Context: an optimization exercise on an open-source flow, tuned for small area and few clock cycles. The choices shown serve that exercise and are no tape-out recipe. In this exercise RTL edits were held to simulation tests only and were not proved equivalent to the original.

## flow/design.v (module list and top-level ports; edited modules follow where they fit)
// module iqfir_lane: 2044 lines
// module iqfir_resid: 91 lines
// module iqfir_slicer: 205 lines
// module iq_fir_qpsk_slicer: 128 lines
module iq_fir_qpsk_slicer (
  input  logic                                 clk,
  input  logic                                 rst,
  input  logic                                 s_tvalid,
  output logic                                 s_tready,
  input  logic [iqfir_pkg::IN_TDATA_W-1:0]     s_tdata,
  output logic                                 m_tvalid,
  input  logic                                 m_tready,
  output logic [iqfir_pkg::OUT_TDATA_W-1:0]    m_tdata,
  output logic                                 m_tuser,
  input  logic                                 cfg_valid,
  output logic                                 cfg_ready,
  input  logic [iqfir_pkg::CFG_IDX_W-1:0]      cfg_index,
  input  logic [iqfir_pkg::WEIGHT_W-1:0]       cfg_data
);
  // ...
==> flow/flow/run.sh <==
#!/bin/bash
# Layout flow: the standard synthesis, then an inverter cleanup around the full adders
# (flow/polfix.py, checked equivalent with ABC's cec before it is used), then the standard
# layout steps. Each tool writes its full output to its own log file here.
set -euo pipefail
RES=$PWD/orfs/results/$FLOW_PLATFORM/iq_fir_qpsk_slicer/base
LIB=$FLOW_HOME/platforms/$FLOW_PLATFORM/lib/sky130_fd_sc_hd__tt_025C_1v80.lib

bash standard.sh "$RES/1_2_yosys.v" > std_synth.log 2>&1

cp "$RES/1_2_yosys.v" yosys_orig.v
if python3 flow/polfix.py yosys_orig.v yosys_pol.v > polfix.log 2>&1; then
  for n in orig pol; do
    yosys -q -p "read_liberty -ignore_miss_func $LIB; read_verilog yosys_$n.v; hierarchy -top $FLOW_TOP; flatten; proc; opt_clean; techmap; opt -fast; dffunmap; write_blif -gates $n.blif" > yosys_blif_$n.log 2>&1
  done
  yosys-abc -c "cec orig.blif pol.blif" > cec.log 2>&1 || true
  if grep -q "Networks are equivalent" cec.log; then
    cp yosys_pol.v "$RES/1_2_yosys.v"
    echo "using the cleaned netlist" >> polfix.log
  else
    echo "cec did not prove equivalence; keeping the standard netlist" >> polfix.log
  fi
  rm -f orig.blif pol.blif
fi

# smallest buffer on each port (the standard flow picks a larger delay cell); clock tree
# from small clock buffers, without the dummy loads CTS adds for balancing
export BUFFER_PORTS_ARGS="-buffer_cell sky130_fd_sc_hd__buf_1"
export CTS_ARGS="-sink_clustering_enable -repair_clock_nets -dont_use_dummy_load -sink_clustering_size 30 -buf_list {sky130_fd_sc_hd__clkbuf_4 sky130_fd_sc_hd__clkbuf_8}"
bash standard.sh > std_layout.log 2>&1
==> flow/flow/polfix.py <==
#!/usr/bin/env python3
"""Inverter cleanup around full adders in a flat gate-level netlist (Yosys output).

A full adder is self-dual: FA(~a, ~b, ~c) = (~sum, ~cout). Synthesis leaves inverters between
chained sky130 fa cells; this script chooses for each fa cell whether to implement it on
complemented signals so that as few inverters as possible are needed (simulated annealing,
then a greedy pass); an xor2/xnor2 that drives such a signal may swap to the other kind
instead of needing an inverter. It then rebuilds the inverters: at most one per signal and
polarity.  Usage: polfix.py IN.v OUT.v"""
import re
import sys
import random

OUT_PINS = {"X", "Y", "Q", "Q_N", "SUM", "COUT", "HI", "LO"}
INV_RE = re.compile(r"^sky130_fd_sc_hd__(inv|clkinv)_\d+$")
FA_RE = re.compile(r"^sky130_fd_sc_hd__fa_\d+$")
XOR_RE = re.compile(r"^sky130_fd_sc_hd__(xor2|xnor2)_(\d+)$")
FA_IN = ("A", "B", "CIN")
FA_OUT = ("SUM", "COUT")

src = open(sys.argv[1]).read()
m = re.search(r"\bmodule\b.*?;", src, re.S)
body_start = m.end()
end = src.rindex("endmodule")

# ports
ports = set()
for d in re.finditer(r"^\s*(input|output|inout)\s+(?:wire\s+)?(\[[^\]]*\]\s*)?([^;]+);", src, re.M):
    for nm in d.group(3).split(","):
        nm = nm.strip()
        if d.group(2):
            a, b = [int(x) for x in d.group(2).strip()[1:-1].split(":")]
            for i in range(min(a, b), max(a, b) + 1):
                ports.add(f"{nm}[{i}]")
        ports.add(nm)
out_ports = set()
for d in re.finditer(r"^\s*output\s+(?:wire\s+)?(\[[^\]]*\]\s*)?([^;]+);", src, re.M):
    for nm in d.group(2).split(","):
        nm = nm.strip()
        if d.group(1):
            a, b = [int(x) for x in d.group(1).strip()[1:-1].split(":")]
            for i in range(min(a, b), max(a, b) + 1):
                out_ports.add(f"{nm}[{i}]")
        out_ports.add(nm)

if re.search(r"^\s*assign\b", src, re.M):
    sys.exit("netlist has assign statements; not handled")

inst_re = re.compile(r"^\s*(sky130_fd_sc_hd__\w+)\s+(\S+)\s*\((.*?)\);\s*$", re.S | re.M)
pin_re = re.compile(r"\.(\w+)\(\s*(.*?)\s*\)(?=\s*[,)]|\s*$)", re.S)
insts = []
for mm in inst_re.finditer(src, body_start, end):
    typ, name, body = mm.group(1), mm.group(2), mm.group(3)
    pins = {}
    for p in re.finditer(r"\.(\w+)\((.*?)\)\s*(,|$)", body, re.S):
        pins[p.group(1)] = p.group(2).strip()
    insts.append({"type": typ, "name": name, "pins": pins, "span": mm.span()})

def norm(n):
    return n.strip()

driver = {}
for i, it in enumerate(insts):
    for p, n in it["pins"].items():
        if p in OUT_PINS:
            driver[norm(n)] = (i, p)

is_inv = [bool(INV_RE.match(it["type"])) for it in insts]
is_fa = [bool(FA_RE.match(it["type"])) for it in insts]
# inverters that drive a port, or whose input is a constant, stay as ordinary gates
for i, it in enumerate(insts):
    if is_inv[i]:
        y = norm(it["pins"]["Y"]); a = norm(it["pins"]["A"])
        if y in ports or "'" in a:
            is_inv[i] = False

def root(n):
    """(root net, parity) of net n, following removable inverters."""
    par = 0
    seen = 0
    while n in driver and is_inv[driver[n][0]]:
        n = norm(insts[driver[n][0]]["pins"]["A"])
        par ^= 1
        seen += 1
        if seen > 1000:
            raise SystemExit("inverter loop")
    return n, par

# loads: every input pin of a non-removable cell, plus output ports
loads = []   # (inst index or -1 for port, pin, root, parity)
for i, it in enumerate(insts):
    if is_inv[i]:
        continue
    for p, n in it["pins"].items():
        if p in OUT_PINS:
            continue
        n = norm(n)
        if "'" in n:
            continue
        r, par = root(n)
        loads.append((i, p, r, par))
for n in out_ports:
    if n in driver and is_inv[driver[n][0]]:
        pass  # cannot happen (port-driving inverters are kept)

# root -> driving fa (if any)
root_fa = {}
for i, it in enumerate(insts):
    if is_fa[i]:
        for p in FA_OUT:
            root_fa[norm(it["pins"][p])] = i
root_xor = {}
for i, it in enumerate(insts):
    if XOR_RE.match(it["type"]):
        n = norm(it["pins"].get("X", it["pins"].get("Y", "")))
        if n and n not in out_ports:
            root_xor[n] = i
loads_of = {}
for k, (i, p, r, par) in enumerate(loads):
    loads_of.setdefault(r, []).append(k)
# port nets that are roots need their true value
port_need = {r for r in out_ports if r in driver}

o = [0] * len(insts)

def need_of(r):
    need = set()
    for k in loads_of.get(r, []):
        i, p, _, par = loads[k]
        need.add(par ^ (o[i] if is_fa[i] else 0))
    if r in port_need:
        need.add(0)
    return need

def phys_of(r, need):
    if r in root_fa:
        return o[root_fa[r]]
    if r in root_xor:
        return 1 if need == {1} else 0
    return 0

def cost_root(r):
    need = need_of(r)
    return 1 if (need - {phys_of(r, need)}) else 0

roots = set(loads_of) | set(root_fa)
total = sum(cost_root(r) for r in roots)
fa_roots = {}
for i, it in enumerate(insts):
    if is_fa[i]:
        rs = set(norm(it["pins"][p]) for p in FA_OUT)
        for p in FA_IN:
            n = norm(it["pins"][p])
            if "'" not in n:
                rs.add(root(n)[0])
        fa_roots[i] = rs
start = total
import math
rnd = random.Random(1)
order = list(fa_roots)
best = total
best_o = list(o)
steps = 200 * max(1, len(order))
T0, T1 = 2.0, 0.05
for step in range(steps):
    T = T0 * (T1 / T0) ** (step / steps)
    i = order[rnd.randrange(len(order))]
    before = sum(cost_root(r) for r in fa_roots[i])
    o[i] ^= 1
    after = sum(cost_root(r) for r in fa_roots[i])
    d = after - before
    if d <= 0 or rnd.random() < math.exp(-d / T):
        total += d
        if total < best:
            best = total
            best_o = list(o)
    else:
        o[i] ^= 1
o = best_o
total = best
improved = True
while improved:
    improved = False
    for i in order:
        before = sum(cost_root(r) for r in fa_roots[i])
        o[i] ^= 1
        after = sum(cost_root(r) for r in fa_roots[i])
        if after < before:
            total += after - before
            improved = True
        else:
            o[i] ^= 1

# rebuild
cnt = [0]
def newnet(base):
    cnt[0] += 1
    return f"_pol{cnt[0]}_"
new_wires = []
new_insts = []
net_of = {}   # (root, parity) -> net name
xor_flip = set()
for r in roots:
    need = need_of(r)
    phys = phys_of(r, need)
    if r in root_xor and phys == 1:
        xor_flip.add(root_xor[r])
    if phys == 0:
        net_of[(r, 0)] = r
        if 1 in need:
            nn = newnet(r); new_wires.append(nn)
            new_insts.append(("sky130_fd_sc_hd__inv_1", r, nn))
            net_of[(r, 1)] = nn
    else:
        pn = newnet(r); new_wires.append(pn)
        net_of[(r, 1)] = pn
        if 0 in need:
            new_insts.append(("sky130_fd_sc_hd__inv_1", pn, r))
            net_of[(r, 0)] = r

def esc(v):
    return v + " " if v.startswith("\\") else v

pos = 0
body_text = src
pieces = []
last = 0
for i, it in enumerate(insts):
    s, e = it["span"]
    pieces.append(src[last:s])
    last = e
    if is_inv[i]:
        continue
    pins = dict(it["pins"])
    for p, n in it["pins"].items():
        nn = norm(n)
        if p in OUT_PINS:
            if (is_fa[i] and o[i]) or i in xor_flip:
                pins[p] = net_of[(nn, 1)]
            continue
        if "'" in nn:
            continue
        r, par = root(nn)
        need = par ^ (o[i] if is_fa[i] else 0)
        pins[p] = net_of[(r, need)]
    typ = it["type"]
    if i in xor_flip:
        mm = XOR_RE.match(typ)
        typ = f"sky130_fd_sc_hd__{'xnor2' if mm.group(1) == 'xor2' else 'xor2'}_{mm.group(2)}"
        pins = {("Y" if k == "X" else "X" if k == "Y" else k): v for k, v in pins.items()}
    txt = f"  {typ} {it['name']} (\n" + ",\n".join(f"    .{p}({esc(v)})" for p, v in pins.items()) + "\n  );"
    pieces.append(txt)
pieces.append(src[last:end])
decl = "".join(f"  wire {w};\n" for w in new_wires)
invs = "".join(f"  sky130_fd_sc_hd__inv_1 _polinv{k}_ (\n    .A({esc(a)}),\n    .Y({esc(y)})\n  );\n"
               for k, (t, a, y) in enumerate(new_insts))
res = src[:body_start] + "\n" + decl + "".join(pieces)[len(src[:body_start]):] + invs + src[end:]
open(sys.argv[2], "w").write(res)
ninv_before = sum(1 for i, it in enumerate(insts) if INV_RE.match(it["type"]))
ninv_kept = sum(1 for i, it in enumerate(insts) if INV_RE.match(it["type"]) and not is_inv[i])
print(f"polfix: fa {sum(is_fa)}, flipped {sum(o)}, inverters {ninv_before} -> {ninv_kept + len(new_insts)} (cost {start} -> {total})")
==> flow/standard.sh <==
#!/bin/bash
# synth_recipe.tcl (not shown) runs the flow's synth.tcl, then flattens the netlist and writes it again
# the make line also repeats each setting of config.mk as NAME=value (left out here)
make -C /OpenROAD-flow-scripts/flow DESIGN_CONFIG=/design/flow/config.mk WORK_HOME=/design/flow/orfs CLKGATE_MAP_FILE= SYNTH_SCRIPT=/design/flow/synth_recipe.tcl "${@:-finish}"
==> flow/config.mk <==
export PLATFORM = sky130hd
export DESIGN_NAME = iq_fir_qpsk_slicer
export DESIGN_NICKNAME = iq_fir_qpsk_slicer
export VERILOG_FILES = /design/flow/design.v
export SDC_FILE = /design/flow/constraint.sdc
export NUM_CORES = 4
export LEC_CHECK = 0
export CAP_MARGIN = 20
export CORE_MARGIN = 2
export CORE_UTILIZATION = 40
export SLEW_MARGIN = 20
==> flow/constraint.sdc <==
create_clock -name core_clock -period 7.5 [get_ports {clk}]
set_input_delay 1.5000 -clock core_clock [delete_from_list [all_inputs] [get_ports {clk}]]
set_output_delay 1.5000 -clock core_clock [all_outputs]
set_load 0.01 [all_outputs]
==> impl_metrics.tcl, run 1 <==
set metrics [dict create \
    run_status "timing/DRC/antenna clean" \
    place_hpwl_um 129000 \
    startpoint "fill[0]" \
    die_h_um 350 \
    ctsResizeCount 0 \
    routed.top_layer "met5" \
    ff2ff_path_depth 21 \
    slowest_delay_ns 0.53 \
    met2_usage 0.421 \
    antenna_found_initial 6 \
    cts_buffers 75 \
    fp.dieW_um 350 \
    finalSetupTns_ns 0 \
    grt_pass1_wl_um 250000 \
    postRouteAntennaNets 0 \
    cts.sinks 374 \
    post_drt_wl_per_cell_um 27.3 \
    rows 127 \
    wl_met2_um 75300 \
    start_util 0.402 \
    reg_top3 "digits x60, o_tag x31, s1_tag x31" \
    seq_share 0.203 \
    core_area_um2 119000 \
    clock_latency_ns 0.76 \
    instances_no_fill 6130 \
    synthCells 4442 \
    largest_class "multi-input gates" \
    nNonClkBuffers 470 \
    syn_avg_cell_area_um2 10.8 \
    finalCritPeriodShare 0.953 \
    final_net_count 5489 \
    r2r-end "s1_sum_i[24]" \
    nNonClkInverters 119 \
    place.gp.congestion 0.941 \
    hold_path_end "o_tag[24]" \
    cts_tree "built" \
    reg2reg_from "fill[0]" \
    ys.warnings.count 1 \
]
Testbench counts, summed over its fixed seeds: cycles 16,400.
==> inputs of run 2 (changes only) <==
--- a/flow/flow/run.sh
+++ b/flow/flow/run.sh
@@ -26,5 +26,5 @@
 # smallest buffer on each port (the standard flow picks a larger delay cell); clock tree
 # from small clock buffers, without the dummy loads CTS adds for balancing
 export BUFFER_PORTS_ARGS="-buffer_cell sky130_fd_sc_hd__buf_1"
-export CTS_ARGS="-sink_clustering_enable -repair_clock_nets -dont_use_dummy_load -sink_clustering_size 30 -buf_list {sky130_fd_sc_hd__clkbuf_4 sky130_fd_sc_hd__clkbuf_8}"
+export CTS_ARGS="-sink_clustering_enable -repair_clock_nets -dont_use_dummy_load -buf_list {sky130_fd_sc_hd__clkbuf_4 sky130_fd_sc_hd__clkbuf_8}"
 bash standard.sh > std_layout.log 2>&1
==> run 2 against run 1 <==
Against the previous run: sequential share of layout area about the same; critical path depth up 1; maximum frequency up 0.18%; wire length down 0.58%; clock skew up 0.011 ns; worst hold slack better by 0.030 ns; sequential cell count unchanged; critical endpoint is now s1_sum_q[23]; register-to-register slack about the same; final cell count about the same; largest cell class unchanged.
==> impl_metrics.tcl, run 2 <==
set metrics [dict create \
    relSlewSlack 0.309 \
    setup_violations 0 \
    h-tree-depth 3 \
    antenna_found_initial 3 \
    ff2ff_path_depth 22 \
    min_from "s1_tag[23]" \
    run_status "timing/DRC/antenna clean" \
    cap_violations 0 \
    placed_cells 6045 \
    crit_top_cell "fa_1" \
    postRouteWirelength_um 166000 \
    tightest_slew_ns 1.03 \
    reg_top3 "digits x60, o_tag x31, s1_tag x31" \
    postRouteAntennaNets 0 \
    track_usage 0.271 \
    grt_pass1_wl_um 247000 \
    hold_path_end "o_tag[23]" \
    synthCells 4442 \
    post_drt_wl_per_cell_um 27.2 \
    hold_depth 0 \
    firstDrtPassIters 6 \
    cts_tree "built" \
    final_area_um2 52100 \
    worst_slack_ns 0.369 \
    crit_cells 22 \
    clk_transition_reported_paths_ns 0.06 \
    largest_register_ffs 60 \
    start_util 0.402 \
    fp.dieW_um 350 \
    holdCritPathClass "reg2reg" \
    dieArea_um2 123000 \
    fmax_mhz 140 \
    rsz0062_at_grt "no" \
    cts.sinks 374 \
    arrival_ns 7.60 \
    reg2reg_from "fill[0]" \
    critPathTopFamily "adder cells" \
    critPathLaunchType "flop" \
    worst_path_max_delay_cell "fa_1" \
    instances_no_fill 6125 \
    end_kind "flop" \
    core_area_um2 119000 \
    maxSlewViolCount 0 \
    synth_area_um2 47900 \
    final_net_count 5483 \
    cts_buffers 75 \
    clk_path_buf_depth 3 \
    ios 236 \
    place_area_um2 51100 \
    syn_avg_cell_area_um2 10.8 \
    slowest_delay_ns 0.52 \
    clock_latency_ns 0.74 \
    die_h_um 350 \
    min_period_ns 7.13 \
    numPortBuffers 230 \
    synthToLayoutAreaGrowth_pct 8.70 \
    fin_util 0.437 \
    grt_overflow 0 \
    reg2reg_slack_ns 0.37 \
    postCtsSetupBuffers 0 \
    clockRootBuffer "clkbuf_8" \
    path_class "reg2reg" \
    final_layout_size_suffix_gt1_frac 0.0861 \
    drc 0 \
    num_vias 36700 \
    grt_pass1_vias 37400 \
    pre_cts_ws_ns -0.178 \
    drt_iter0_markers 4337 \
    regMostFlops "digits" \
    grt_max_degree 108 \
    hold_viol 0 \
    finClkSkew_ns 0.0779 \
    ys.warnings.count 1 \
    final_cell_mix "fa_1, a22oi_1, xnor2_1" \
    crit_buf_inv 3 \
    place.gp.congestion 0.933 \
    cp_max_fo 24 \
    final_common_cell "fa_1" \
    critPathRequiredTime_ns 7.97 \
    via_per_inst 5.99 \
    finalSetupTns_ns 0 \
    whs_ns 0.405 \
    worstPathCellList "and2_1, buf_12, buf_4, a22oi_1, xnor2_1, fa_1, ha_1, fa_1, fa_1, fa_1, fa_1, fa_1, ha_1, nand4_1, nor4_1, or2_1, o311a_1, a41o_1, o221a_2, o41ai_1, buf_4, xnor2_1" \
    rows 127 \
    place_hpwl_um 127000 \
    finalCritPeriodShare 0.951 \
    r2r-end "s1_sum_q[23]" \
]
==> run 2: how the worst max path moves through the flow <==
stage	startpoint	to	slack, ns
after floorplan	s_tdata[51]	s1_sum_q[23]	0.37
after global placement	s_tdata[39]	s1_sum_i[24]	-0.11
after detailed placement	s_tdata[36]	s1_sum_i[24]	-0.18
after CTS	fill[0]	s1_sum_i[24]	0.29
after global routing	fill[0]	s1_sum_q[23]	0.05
final	fill[0]	s1_sum_q[23]	0.37
==> run 2: area by class of cell <==
cell class,count,area [µm²]
Antenna cell,5,12.5
Sequential cell,374,10600
Fill cell,11300,67200
Clock buffer,75,1030
Timing Repair Buffer,464,2960
Tap cell,1612,2020
Inverter,119,455
Multi-Input combinational cell,3476,35000
==> run 2: repair_timing <==
item / in CTS / in global routing
setup endpoints to repair: 0 / 1
gates resized for setup: 0 / 1
endpoints found under the hold margin: 0 / 0
hold buffers: 0 / 0
==> run 2: metal layers <==
metal,up-vias,track usage,share of wire
met5,-,0,0.000078
met4,2,0.115,0.045
met3,333,0.0625,0.11
met2,2037,0.415,0.45
met1,18600,0.367,0.40
li1,15700,-,-
==> run 2: worst register-to-register path: stages (launching register included) <==
cell and delay, ns:
dfxtp_1 0.48, and2_1 0.22, buf_12 0.25, buf_4 0.28
a22oi_1 0.13, xnor2_1 0.19, fa_1 0.43, ha_1 0.31
fa_1 0.52, fa_1 0.42, fa_1 0.41, fa_1 0.51
fa_1 0.42, ha_1 0.32, nand4_1 0.13, nor4_1 0.07
or2_1 0.28, o311a_1 0.42, a41o_1 0.26, o221a_2 0.30
o41ai_1 0.28, buf_4 0.18, xnor2_1 0.07

-- separate check: timing with driven ports --
The flow's constraints put no driver on any port. The routed layouts listed below were extracted and timed again, unchanged, in two steps. Step 1: set_driving_cell puts a clkbuf_16 on clk and a buf_2 on each other input, an assumption about the parent block. Step 2 also shifts input and output timing later by t, the mid clock arrival at the registers, as if the neighbouring blocks saw the same clock. Three values: ideal, step 1, step 2; two values: the first two.
| run | t (ns) | slack for setup (ns) | hold WS [ns] | worst register clock-pin slew, ns |
|---|---|---|---|---|
| run 1 | 0.803 | 0.355 / 0.355 / -0.111 | 0.375 / 0.375 / 0.375 | 0.06 / 0.06 |
| run 2 | 0.772 | 0.369 / 0.369 / -0.152 | 0.405 / 0.405 / 0.405 | 0.07 / 0.07 |
Met with ideal ports but missed after step 2: setup timing in run 1 and run 2. For run 2, which loses most, drivers alone change the setup slack by 0.000 ns; drivers and shift together by -0.521 ns.
